What follows belongs to an exercise in optimizing a design on an open flow for small area, a short achievable clock period and few clock cycles per item; a production flow would make more cautious choices. In this exercise RTL edits were held to simulation tests only and were not proved equivalent to the original. Power is estimated from default activity; no workload was simulated.

`run.sh`:
```
#!/bin/bash
# synth_recipe.tcl (not shown) runs the flow's synth.tcl, then flattens the netlist and writes it again
# the make line also repeats each setting of config.mk as NAME=value (left out here)
make -C /OpenROAD-flow-scripts/flow DESIGN_CONFIG=/design/flow/config.mk WORK_HOME=/design/flow/orfs CLKGATE_MAP_FILE= SYNTH_SCRIPT=/design/flow/synth_recipe.tcl finish
```
`config.mk`:
```
export PLATFORM = sky130hd
export DESIGN_NAME = rotation_matrix_to_quaternion
export DESIGN_NICKNAME = rotation_matrix_to_quaternion
export VERILOG_FILES = /design/flow/design.v
export SDC_FILE = /design/flow/constraint.sdc
export NUM_CORES = 4
export LEC_CHECK = 0
export CAP_MARGIN = 20
export CORE_MARGIN = 2
export CORE_UTILIZATION = 40
export SLEW_MARGIN = 20
```
`constraint.sdc`:
```
create_clock -name core_clock -period 7.5 [get_ports {i_clk}]
set_input_delay 1.5000 -clock core_clock [delete_from_list [all_inputs] [get_ports {i_clk}]]
set_output_delay 1.5000 -clock core_clock [all_outputs]
set_load 0.01 [all_outputs]
```
`design.v`:
```
`default_nettype none
package rmq_pkg;
    localparam int DW = 16;
    localparam int FB = 14;
    localparam int ONE = 1 << FB;
    localparam int AW = DW + 1;
    localparam int XW = AW + FB + 1;
    localparam int RW = (XW + 1) / 2;
    localparam int NW = DW + 1;
    localparam int QW = DW;
    localparam int DEN_W = RW + 1;
    localparam int LW = DEN_W + QW + 1;
    localparam int SQ_STAGES = RW;
    localparam int DIV_STAGES = QW + 2;
    localparam int VD = 2 + SQ_STAGES + DIV_STAGES + 1;
    localparam int LANES = 3;
    localparam int SIDE_W = 2 + 3 * NW;
    localparam int TAG_W = 2 + QW + 1;
    typedef enum logic [1:0] {
        BR_TRACE = 2'd0,
        BR_X     = 2'd1,
        BR_Y     = 2'd2,
        BR_Z     = 2'd3
    } t_branch;
    typedef struct packed {
        logic signed [DW-1:0] m00;
        logic signed [DW-1:0] m01;
        logic signed [DW-1:0] m02;
        logic signed [DW-1:0] m10;
        logic signed [DW-1:0] m11;
        logic signed [DW-1:0] m12;
        logic signed [DW-1:0] m20;
        logic signed [DW-1:0] m21;
        logic signed [DW-1:0] m22;
    } t_mat;
    typedef struct packed {
        t_branch              br;
        logic signed [NW-1:0] n0;
        logic signed [NW-1:0] n1;
        logic signed [NW-1:0] n2;
    } t_side;
    typedef struct packed {
        t_branch         br;
        logic [QW-1:0]   big;
        logic            fault;
    } t_tag;
    localparam logic [QW-1:0] POS_MAX = QW'((1 << (DW - 1)) - 1);
    localparam logic [QW-1:0] NEG_MAG = QW'(1 << (DW - 1));
    function automatic logic signed [DW-1:0] sat_q(input logic neg, input logic ovf,
                                                   input logic [QW-1:0] mag);
        logic signed [DW-1:0] res;
        if (!neg) begin
            res = (ovf || mag > POS_MAX) ? $signed(POS_MAX) : $signed(mag);
        end else if (ovf || mag > NEG_MAG) begin
            res = $signed(NEG_MAG);
        end else begin
            res = $signed(QW'(0) - mag);
        end
        sat_q = res;
    endfunction
endpackage
`default_nettype wire
`default_nettype none
import rmq_pkg::*;
module rmq_sqrt (
    input  wire logic                  i_clk,
    input  wire logic                  i_ce,
    input  wire logic [rmq_pkg::XW-1:0] i_x,
    input  rmq_pkg::t_side             i_side,
    output logic [rmq_pkg::RW-1:0]     o_root,
    output rmq_pkg::t_side             o_side
);
    logic [XW-1:0] w_rem  [0:RW];
    logic [RW-1:0] w_root [0:RW];
    logic [rmq_pkg::SIDE_W-1:0] w_side [0:RW];
    logic [XW-1:0] r_rem  [0:RW-1];
    logic [RW-1:0] r_root [0:RW-1];
    logic [rmq_pkg::SIDE_W-1:0] r_side [0:RW-1];
    assign w_rem[0]  = i_x;
    assign w_root[0] = '0;
    assign w_side[0] = i_side;
    for (genvar k = 0; k < RW; k++) begin : g_stage
        localparam int B = RW - 1 - k;
        logic [XW+1:0] w_trial;
        logic [XW-1:0] n_rem;
        logic [RW-1:0] n_root;
        always_comb begin
            w_trial = ((XW + 2)'(w_root[k]) << (B + 1)) + ((XW + 2)'(1) << (2 * B));
            if ((XW + 2)'(w_rem[k]) >= w_trial) begin
                n_rem  = XW'((XW + 2)'(w_rem[k]) - w_trial);
                n_root = w_root[k] | (RW'(1) << B);
            end else begin
                n_rem  = w_rem[k];
                n_root = w_root[k];
            end
        end
        always_ff @(posedge i_clk) begin
            if (i_ce) begin
                r_rem[k]  <= n_rem;
                r_root[k] <= n_root;
                r_side[k] <= w_side[k];
            end
        end
        assign w_rem[k+1]  = r_rem[k];
        assign w_root[k+1] = r_root[k];
        assign w_side[k+1] = r_side[k];
    end
    assign o_root = w_root[RW];
    assign o_side = w_side[RW];
endmodule
`default_nettype wire
`default_nettype none
import rmq_pkg::*;
module rmq_div_lane (
    input  wire logic                         i_clk,
    input  wire logic                         i_ce,
    input  wire logic signed [rmq_pkg::NW-1:0] i_num,
    input  wire logic [rmq_pkg::RW-1:0]       i_root,
    output logic [rmq_pkg::QW-1:0]            o_mag,
    output logic                              o_ovf,
    output logic                              o_neg
);
    logic [NW-1:0]    w_mag;
    logic             r_neg_p;
    logic [LW-1:0]    r_rem_p;
    logic [DEN_W-1:0] r_den_p;
    logic [LW-1:0]    w_rem [0:QW];
    logic [QW-1:0]    w_q   [0:QW];
    logic [DEN_W-1:0] w_den [0:QW];
    logic             w_neg [0:QW];
    logic             w_ovf [0:QW];
    logic [LW-1:0]    r_rem [0:QW];
    logic [QW-1:0]    r_q   [0:QW-1];
    logic [DEN_W-1:0] r_den [0:QW];
    logic             r_neg [0:QW];
    logic             r_ovf [0:QW];
    assign w_mag = i_num[NW-1] ? NW'(-i_num) : NW'(i_num);
    always_ff @(posedge i_clk) begin
        if (i_ce) begin
            r_neg_p <= i_num[NW-1];
            r_rem_p <= (LW'(w_mag) << FB) + LW'(i_root);
            r_den_p <= {i_root, 1'b0};
        end
    end
    always_ff @(posedge i_clk) begin
        if (i_ce) begin
            r_ovf[0] <= r_rem_p >= (LW'(r_den_p) << QW);
            r_rem[0] <= r_rem_p;
            r_den[0] <= r_den_p;
            r_neg[0] <= r_neg_p;
        end
    end
    assign w_rem[0] = r_rem[0];
    assign w_q[0]   = '0;
    assign w_den[0] = r_den[0];
    assign w_neg[0] = r_neg[0];
    assign w_ovf[0] = r_ovf[0];
    for (genvar j = 0; j < QW; j++) begin : g_bit
        localparam int B = QW - 1 - j;
        logic [LW-1:0] w_sub;
        logic [LW-1:0] n_rem;
        logic [QW-1:0] n_q;
        always_comb begin
            w_sub = LW'(w_den[j]) << B;
            if (w_rem[j] >= w_sub) begin
                n_rem = w_rem[j] - w_sub;
                n_q   = w_q[j] | (QW'(1) << B);
            end else begin
                n_rem = w_rem[j];
                n_q   = w_q[j];
            end
        end
        always_ff @(posedge i_clk) begin
            if (i_ce) begin
                r_rem[j+1] <= n_rem;
                r_q[j]     <= n_q;
                r_den[j+1] <= w_den[j];
                r_neg[j+1] <= w_neg[j];
                r_ovf[j+1] <= w_ovf[j];
            end
        end
        assign w_rem[j+1] = r_rem[j+1];
        assign w_q[j+1]   = r_q[j];
        assign w_den[j+1] = r_den[j+1];
        assign w_neg[j+1] = r_neg[j+1];
        assign w_ovf[j+1] = r_ovf[j+1];
    end
    assign o_mag = w_q[QW];
    assign o_ovf = w_ovf[QW];
    assign o_neg = w_neg[QW];
endmodule
`default_nettype wire
`default_nettype none
import rmq_pkg::*;
module rotation_matrix_to_quaternion (
    input  wire logic                         i_clk,
    input  wire logic                         i_rst_n,
    input  wire logic                         i_valid,
    output logic                              o_stall,
    input  wire logic signed [rmq_pkg::DW-1:0] i_m00,
    input  wire logic signed [rmq_pkg::DW-1:0] i_m01,
    input  wire logic signed [rmq_pkg::DW-1:0] i_m02,
    input  wire logic signed [rmq_pkg::DW-1:0] i_m10,
    input  wire logic signed [rmq_pkg::DW-1:0] i_m11,
    input  wire logic signed [rmq_pkg::DW-1:0] i_m12,
    input  wire logic signed [rmq_pkg::DW-1:0] i_m20,
    input  wire logic signed [rmq_pkg::DW-1:0] i_m21,
    input  wire logic signed [rmq_pkg::DW-1:0] i_m22,
    output logic                              o_valid,
    input  wire logic                         i_stall,
    output logic signed [rmq_pkg::DW-1:0]     o_quat_w,
    output logic signed [rmq_pkg::DW-1:0]     o_quat_x,
    output logic signed [rmq_pkg::DW-1:0]     o_quat_y,
    output logic signed [rmq_pkg::DW-1:0]     o_quat_z,
    output logic [1:0]                        o_branch_used,
    output logic                              o_div_fault
);
    logic ce;
    logic r_vld [0:VD-1];
    rmq_pkg::t_mat  r_mat;
    rmq_pkg::t_side r_side;
    logic [XW-1:0] r_x;
    logic signed [DW+1:0] w_trace;
    logic signed [DW+2:0] w_rad;
    logic [AW-1:0]        w_a;
    rmq_pkg::t_branch              w_br;
    rmq_pkg::t_side                w_side;
    logic [RW-1:0] w_root;
    rmq_pkg::t_side         w_sq_side;
    rmq_pkg::t_tag          w_tag;
    logic [rmq_pkg::TAG_W-1:0] r_tag [0:DIV_STAGES-1];
    logic signed [NW-1:0] w_num [0:LANES-1];
    logic [QW-1:0]        w_mag [0:LANES-1];
    logic                 w_ovf [0:LANES-1];
    logic                 w_neg [0:LANES-1];
    logic signed [DW-1:0] w_q   [0:LANES-1];
    rmq_pkg::t_tag                 w_fin;
    logic signed [DW-1:0] w_big;
    logic signed [DW-1:0] n_w, n_x, n_y, n_z;
    logic signed [DW-1:0] r_w, r_x_q, r_y, r_z;
    rmq_pkg::t_branch              r_br;
    logic                 r_fault;
    assign ce      = !(r_vld[VD-1] && i_stall);
    assign o_stall = !ce;
    always_ff @(posedge i_clk) begin
        if (!i_rst_n) begin
            for (int i = 0; i < VD; i++) r_vld[i] <= 1'b0;
        end else if (ce) begin
            r_vld[0] <= i_valid;
            for (int i = 1; i < VD; i++) r_vld[i] <= r_vld[i-1];
        end
    end
    always_ff @(posedge i_clk) begin
        if (ce) begin
            r_mat <= {i_m00, i_m01, i_m02, i_m10, i_m11, i_m12, i_m20, i_m21, i_m22};
        end
    end
    always_comb begin
        w_trace = (DW + 2)'(r_mat.m00) + (DW + 2)'(r_mat.m11) + (DW + 2)'(r_mat.m22);
        if (w_trace > 0) begin
            w_br = BR_TRACE;
        end else if (r_mat.m11 > r_mat.m00) begin
            w_br = (r_mat.m22 > r_mat.m11) ? BR_Z : BR_Y;
        end else begin
            w_br = (r_mat.m22 > r_mat.m00) ? BR_Z : BR_X;
        end
        w_side.br = w_br;
        unique case (w_br)
            BR_TRACE: begin
                w_rad = (DW + 3)'(w_trace) + (DW + 3)'(ONE);
                w_side.n0 = NW'(r_mat.m21) - NW'(r_mat.m12);
                w_side.n1 = NW'(r_mat.m02) - NW'(r_mat.m20);
                w_side.n2 = NW'(r_mat.m10) - NW'(r_mat.m01);
            end
            BR_X: begin
                w_rad = (DW + 3)'(ONE) + (DW + 3)'(r_mat.m00)
                      - (DW + 3)'(r_mat.m11) - (DW + 3)'(r_mat.m22);
                w_side.n0 = NW'(r_mat.m21) - NW'(r_mat.m12);
                w_side.n1 = NW'(r_mat.m01) + NW'(r_mat.m10);
                w_side.n2 = NW'(r_mat.m02) + NW'(r_mat.m20);
            end
            BR_Y: begin
                w_rad = (DW + 3)'(ONE) + (DW + 3)'(r_mat.m11)
                      - (DW + 3)'(r_mat.m00) - (DW + 3)'(r_mat.m22);
                w_side.n0 = NW'(r_mat.m02) - NW'(r_mat.m20);
                w_side.n1 = NW'(r_mat.m01) + NW'(r_mat.m10);
                w_side.n2 = NW'(r_mat.m12) + NW'(r_mat.m21);
            end
            default: begin
                w_rad = (DW + 3)'(ONE) + (DW + 3)'(r_mat.m22)
                      - (DW + 3)'(r_mat.m00) - (DW + 3)'(r_mat.m11);
                w_side.n0 = NW'(r_mat.m10) - NW'(r_mat.m01);
                w_side.n1 = NW'(r_mat.m02) + NW'(r_mat.m20);
                w_side.n2 = NW'(r_mat.m12) + NW'(r_mat.m21);
            end
        endcase
        w_a = w_rad[DW+2] ? '0 : w_rad[AW-1:0];
    end
    always_ff @(posedge i_clk) begin
        if (ce) begin
            r_x    <= XW'(w_a) << FB;
            r_side <= w_side;
        end
    end
    rmq_sqrt u_sqrt (
        .i_clk  (i_clk),
        .i_ce   (ce),
        .i_x    (r_x),
        .i_side (r_side),
        .o_root (w_root),
        .o_side (w_sq_side)
    );
    assign w_tag.br    = w_sq_side.br;
    assign w_tag.big   = QW'(((RW + 1)'(w_root) + (RW + 1)'(1)) >> 1);
    assign w_tag.fault = (w_root == '0);
    always_ff @(posedge i_clk) begin
        if (ce) begin
            r_tag[0] <= w_tag;
            for (int i = 1; i < DIV_STAGES; i++) r_tag[i] <= r_tag[i-1];
        end
    end
    assign w_num[0] = w_sq_side.n0;
    assign w_num[1] = w_sq_side.n1;
    assign w_num[2] = w_sq_side.n2;
    for (genvar l = 0; l < LANES; l++) begin : g_lane
        rmq_div_lane u_lane (
            .i_clk  (i_clk),
            .i_ce   (ce),
            .i_num  (w_num[l]),
            .i_root (w_root),
            .o_mag  (w_mag[l]),
            .o_ovf  (w_ovf[l]),
            .o_neg  (w_neg[l])
        );
        assign w_q[l] = rmq_pkg::sat_q(w_neg[l], w_ovf[l], w_mag[l]);
    end
    always_comb begin
        w_fin = r_tag[DIV_STAGES-1];
        w_big = $signed(w_fin.big);
        unique case (w_fin.br)
            BR_TRACE: begin n_w = w_big; n_x = w_q[0]; n_y = w_q[1]; n_z = w_q[2]; end
            BR_X:     begin n_w = w_q[0]; n_x = w_big; n_y = w_q[1]; n_z = w_q[2]; end
            BR_Y:     begin n_w = w_q[0]; n_x = w_q[1]; n_y = w_big; n_z = w_q[2]; end
            default:  begin n_w = w_q[0]; n_x = w_q[1]; n_y = w_q[2]; n_z = w_big; end
        endcase
        if (w_fin.fault) begin
            n_w = '0;
            n_x = '0;
            n_y = '0;
            n_z = '0;
        end
    end
    always_ff @(posedge i_clk) begin
        if (ce) begin
            r_w     <= n_w;
            r_x_q   <= n_x;
            r_y     <= n_y;
            r_z     <= n_z;
            r_br    <= w_fin.br;
            r_fault <= w_fin.fault;
        end
    end
    assign o_valid       = r_vld[VD-1];
    assign o_quat_w      = r_w;
    assign o_quat_x      = r_x_q;
    assign o_quat_y      = r_y;
    assign o_quat_z      = r_z;
    assign o_branch_used = r_br;
    assign o_div_fault   = r_fault;
endmodule
`default_nettype wire
```
==> out/results.md <==
| Item | Reported |
|---|---|
| Critical Path RT | 8300 ps |
| Max Fclk | 145.4 MHz |
| Data arrival time of the critical path | 7680 ps |
| Placer's final routability congestion estimate | 0.9331 |
| Hold Vio Cnt, Final | 0 |
| Library cell contributing the largest single delay on the critical path | sky130_fd_sc_hd__fa_1 |
| CP Capture Type | flip-flop |
| Total overflow reported by the global router | 0 |
| HPWL Detailed | 344900 µm |
| Warning count from the yosys run | 30 |
| Worst min-delay path category | reg2reg |
| Fraction of synthesis flops using an asynchronous set or reset pin | 0 |
| Worst-path maximum fanout | 31 |
| TritonRoute pass-1 iters | 5 |
| Largest net degree at the start of global routing | 202 |
| Minimum setup slack among reg-to-reg paths | 620 ps |
| End point of the critical path | r_x[14] |
| PD cells | 393.3 nW/µm² |
| Port-buffer cells | 216 |
| Total of flip-flops plus latches after synthesis | 3977 |
| Clock network latency to the later pin of the worst-skew pair | 1050 ps |
| Clock tree from TritonCTS | done |
| Startpoint Class | flip-flop |
| Clock slew seen by the registers of the worst setup and hold paths | 60 ps |
| Via count normalized by instance count | 5.235 |
| EDFF count, synth | 3940 |
| # H-tree levels | 5 |
| Residual antenna-violating net count after detailed routing | 0 |
| Vias in the first global route | 115000 |
| Startpoint of the lowest-slack register-to-register path | r_mat[5] |
| Library cell used as clock root buffer | sky130_fd_sc_hd__clkbuf_16 |
| Total power | 86.54 mW |
| Outcome | timing/DRC/antenna clean |
| 1st-iter DRT viols | 9239 |
| Setup_tns | 0 ps |
| Top delay family on crit path | compound AO/OA/AOI/OAI gates |
| Startpoint of the most critical setup path | r_mat[5] |
| Finish-stage setup viols | 0 |
| Relative slew margins | 0.2290 |
| Area added between synthesis and finish | 12.45% |
| Row Count | 256 |
| Routed length per instance | 20.04 µm |
| Vertical die dimension | 703.4 µm |
| Final Slew Violations | 0 |
| Max cap viols | 0 |
| Cell-by-cell trace of the critical path | inv_1 > fa_1 > inv_1 > ha_1 > a21oi_1 > o211ai_1 > a41oi_1 > o21ai_0 > o21a_1 > nor2_1 > xnor2_1 > ha_1 > nand2_1 > or4_1 > or4_1 > nor4_1 > nand4b_1 > o31ai_2 > and2_1 > ha_2 > buf_4 > a22oi_1 > buf_4 > a311oi_1 |
| Fraction of final layout cells sized beyond drive strength 1 | 0.06158 |
| Place WS | 535.8 ps |
| Die area | 494700 µm² |
| Max Buffers Root-to-Sink | 4 |
| Reported leakage power | 86.25 nW |
| Antenna violations before repair | 14 |
| Starting Density | 0.4021 |
| First-pass GRT wire length | 690200 µm |
| Top-level I/O count | 217 |
| Critical path depth | 24 |
| Final period util | 0.9170 |
| Capture point of the worst reg-to-reg path | r_x[14] |
| Share of the synthesized area in the top cell type | 0.6047 |
| Overall fraction of global-route tracks in use | 0.1799 |
| Actual transition at the worst max-transition pin | 1142 ps |
| Core region area | 486500 µm² |
| Synthesized cell area | 195700 µm² |
| Synth Instances | 15430 |
| Critical path's largest stage delay | 560 ps |
| Synthesized area divided by synthesized cell count | 12.68 µm² |
| Aggregate routed wire length | 454900 µm |
| Detailed-route DRC error count | 0 |
| Kind of critical path | reg2reg |
| Hold-fix buffers, CTS | 0 |
| Largest area contributor in the netlist | sky130_fd_sc_hd__edfxtp_1 |
| Share of synthesized area occupied by flip-flops and latches | 0.6085 |
| Library cells used by synthesis | 94 |
| Count of cells along the worst register-to-register path | 24 |
| Number of nets in the finished design | 17390 |
| Number of sinks handled by clock tree synthesis | 3977 |
| Total via count in the routed design | 118800 |
| Setup WS post-layout | 622.8 ps |
| Shortest clock period the worst path allows after layout | 6877 ps |
| Buf+Inv Stages, Crit Path | 4 |
| Final Skew | 110.1 ps |
| Most common flop cell mapped by yosys | sky130_fd_sc_hd__edfxtp_1 |
| Horizontal extent of the die | 703.4 µm |
| Leading cell types by total area after synthesis | sky130_fd_sc_hd__edfxtp_1 (60%), sky130_fd_sc_hd__ha_1 (7.9%), sky130_fd_sc_hd__xnor2_1 (2.9%) |
| Max VDD drop | 0.2390 mV |
| Inserted Clock Buffers | 415 |
| RSZ-0062 raised after global routing | no |
[per-stage QoR]
step | utilization | std cells | hold WS [ps] | cell area (µm²)
5_1_grt | 0.4522 | 22690 | 345.2 | 220000
3_3_place_gp | 0.4233 | 21910 | 400.4 | 206000
4_1_cts | 0.4521 | 22670 | 346.3 | 219900
3_5_place_dp | 0.4233 | 21910 | 404.5 | 206000
2_1_floorplan | - | 15440 | 400.3 | 195700
6_report | 0.4522 | 22690 | 342.1 | 220000
[cell usage in the layout, fill, tap and decap left out, types with 40 or more instances in the layout]
master / Yosys / layout
sky130_fd_sc_hd__clkbuf_1: 271 / 66
sky130_fd_sc_hd__o41ai_1: 40 / 40
sky130_fd_sc_hd__or3_1: 175 / 175
sky130_fd_sc_hd__nand2b_1: 229 / 229
sky130_fd_sc_hd__inv_1: 950 / 950
sky130_fd_sc_hd__clkinv_1: 2 / 88
sky130_fd_sc_hd__or2_2: 52 / 52
sky130_fd_sc_hd__o21bai_1: 93 / 93
sky130_fd_sc_hd__and3_1: 85 / 85
sky130_fd_sc_hd__clkbuf_16: 0 / 418
sky130_fd_sc_hd__o31ai_1: 150 / 146
sky130_fd_sc_hd__a221oi_1: 51 / 51
sky130_fd_sc_hd__fa_1: 128 / 128
sky130_fd_sc_hd__a21oi_1: 895 / 893
sky130_fd_sc_hd__o211ai_1: 57 / 57
sky130_fd_sc_hd__xor2_1: 614 / 614
sky130_fd_sc_hd__buf_4: 3 / 90
sky130_fd_sc_hd__xnor2_1: 657 / 657
sky130_fd_sc_hd__a21o_1: 316 / 316
sky130_fd_sc_hd__and2_1: 49 / 49
sky130_fd_sc_hd__o21a_1: 154 / 154
sky130_fd_sc_hd__nand2_1: 1107 / 1106
sky130_fd_sc_hd__edfxtp_1: 3940 / 3940
sky130_fd_sc_hd__nor3b_1: 43 / 41
sky130_fd_sc_hd__nand3_1: 223 / 223
sky130_fd_sc_hd__clkinv_2: 0 / 55
sky130_fd_sc_hd__bufinv_16: 0 / 54
sky130_fd_sc_hd__nor4_1: 200 / 196
sky130_fd_sc_hd__a31oi_1: 55 / 55
sky130_fd_sc_hd__nor2_1: 978 / 974
sky130_fd_sc_hd__a211oi_1: 106 / 105
sky130_fd_sc_hd__nor3_1: 411 / 410
sky130_fd_sc_hd__a21boi_0: 111 / 111
sky130_fd_sc_hd__nor2b_1: 188 / 186
sky130_fd_sc_hd__ha_1: 1239 / 1238
sky130_fd_sc_hd__clkdlybuf4s50_1: 0 / 216
sky130_fd_sc_hd__or4_1: 76 / 76
sky130_fd_sc_hd__mux2_2: 137 / 137
sky130_fd_sc_hd__nand4_1: 126 / 126
sky130_fd_sc_hd__o21ai_0: 933 / 931
[worst register-to-register path, cell delays in order, from the launching register on]
cell and delay [ps]:
sky130_fd_sc_hd__edfxtp_1 480, sky130_fd_sc_hd__inv_1 180, sky130_fd_sc_hd__fa_1 560, sky130_fd_sc_hd__inv_1 100, sky130_fd_sc_hd__ha_1 350, sky130_fd_sc_hd__a21oi_1 320, sky130_fd_sc_hd__o211ai_1 200, sky130_fd_sc_hd__a41oi_1 330
sky130_fd_sc_hd__o21ai_0 200, sky130_fd_sc_hd__o21a_1 200, sky130_fd_sc_hd__nor2_1 150, sky130_fd_sc_hd__xnor2_1 160, sky130_fd_sc_hd__ha_1 190, sky130_fd_sc_hd__nand2_1 60, sky130_fd_sc_hd__or4_1 420, sky130_fd_sc_hd__or4_1 400
sky130_fd_sc_hd__nor4_1 190, sky130_fd_sc_hd__nand4b_1 220, sky130_fd_sc_hd__o31ai_2 360, sky130_fd_sc_hd__and2_1 260, sky130_fd_sc_hd__ha_2 340, sky130_fd_sc_hd__buf_4 360, sky130_fd_sc_hd__a22oi_1 180, sky130_fd_sc_hd__buf_4 210
sky130_fd_sc_hd__a311oi_1 270
[sequential cells by signal (all words and copies together) (netlist names), 54 cells and up]
| signal | flops |
|---|---|
| u_sqrt.r_side | 848 |
| u_sqrt.r_root | 136 |
| g_lane.u_lane.r_q | 408 |
| g_lane.u_lane.r_rem_p | 54 |
| u_sqrt.r_rem | 306 |
| g_lane.u_lane.r_rem | 1306 |
| r_tag | 342 |
| g_lane.u_lane.r_den | 138 |
| r_mat | 144 |
[how the worst min path moves through the flow]
stage	depth (start not counted)	startpoint	slack, ps	endpoint
3_3_place_gp	0	u_sqrt.r_side[11][42]	400	u_sqrt.r_side[12][42]
5_1_grt	0	u_sqrt.r_side[13][16]	350	u_sqrt.r_side[14][16]
6_report	0	u_sqrt.r_side[13][16]	340	u_sqrt.r_side[14][16]
2_1_floorplan	0	g_lane[0].u_lane.r_neg_p	400	g_lane[0].u_lane.r_neg[0]
3_5_place_dp	0	g_lane[0].u_lane.r_ovf[10]	400	g_lane[0].u_lane.r_ovf[11]
4_1_cts	0	u_sqrt.r_side[13][16]	350	u_sqrt.r_side[14][16]
[metal layers]
metal  up-vias  GRT usage  part of all wire
met5         -          0          0.000040
met4         2    0.07178             0.044
met3       711    0.02085             0.047
met2      2797     0.2997              0.47
met1     56900     0.2399              0.44
li1      58390          -                 -
[cell usage after synthesis (all sizes together) (29+ instances only)]
master,number
a21boi,113
a211oi,106
edfxtp,3940
nand3b,32
or2,53
nand2b,229
o21a,154
o31ai,150
o41ai,40
mux2i,32
nand2,1107
nor2b,188
xnor2,657
a21oi,896
clkbuf,271
and4,29
ha,1239
or4,77
o21bai,93
a31oi,55
inv,950
or3,178
nor3,411
a211o,30
and2,51
dfxtp,37
nand3,223
a21o,316
buf,33
mux2,137
xor2,614
a2111oi,30
nor4,200
o21ai,934
a221oi,51
and3,85
nor3b,43
fa,128
nor4b,29
o211ai,58
nand4,126
nor2,978
[repair_timing]
| item | 4_1_cts | 5_1_grt |
|---|---|---|
| resized for setup | 0 | 3 |
| endpoints found under the setup margin | 0 | 21 |
| setup buffers | 0 | 0 |
[where the power goes]
part | internal (mW) | leakage, nW | switching (mW)
registers | 35.6 | 40.9 | 5.48
clock network | 12.2 | 6.72 | 8.76
logic | 10.4 | 38.6 | 14.1
total | 58.2 | 86.3 | 28.4
[layout make-up]
| type | instances | area, µm² |
|---|---|---|
| fillers | 43510 | 266500 |
| flip-flops and latches | 3977 | 119100 |
| multi-input cells | 10200 | 72070 |
| clock buffers | 484 | 10710 |
| well taps | 6450 | 8070 |
| inverters | 952 | 3573 |
| clock inverters | 282 | 3274 |
| repair buffers | 325 | 3218 |
| diodes | 20 | 50.05 |
[logic make-up (layout without fill, tap and decap cells)]
logic type / Yosys count / in the layout / share of synthesized area
DFF: 3977 / 3977 / 0.6085
AOI/OAI and AO/OA: 3290 / 3290 / 0.1052
other: 1 / 25 / 0.00001917
xor gates and xnor gates: 1271 / 1271 / 0.05690
and+or+nand+nor: 4101 / 4101 / 0.1032
buffers and inverters: 1256 / 2043 / 0.02429
adders and majority gates: 1367 / 1367 / 0.09233
muxes: 169 / 169 / 0.009522
Testbench counts, summed over its fixed seeds: cycles 4,296, items 4,000.

==> port drivers added, routing unchanged <==
In the flow no input, the clock included, has a driving cell. The finished layout below was timed again as built, in two steps.
Step 1 sets driving cells, clkbuf_16 on the clock port and buf_2 on the other inputs (assumed; they add their load-dependent delay and slew).
Step 2 times the ports against the registers' clock, not the clock port: input delays grow and output delays shrink by t, the midpoint of the rising clock arrivals with the driver on.
a / b / c = ideal / step 1 / step 2; a / b = the first two.
t (ns): 1.121
setup slack, ns: 0.623 / 0.623 / 0.623
slew at the worst register clock pin (ns): 0.08 / 0.08
After both steps this run still meets setup and hold. The setup slack of this run moves by 0.000 ns with the drivers and by 0.000 ns with both steps.
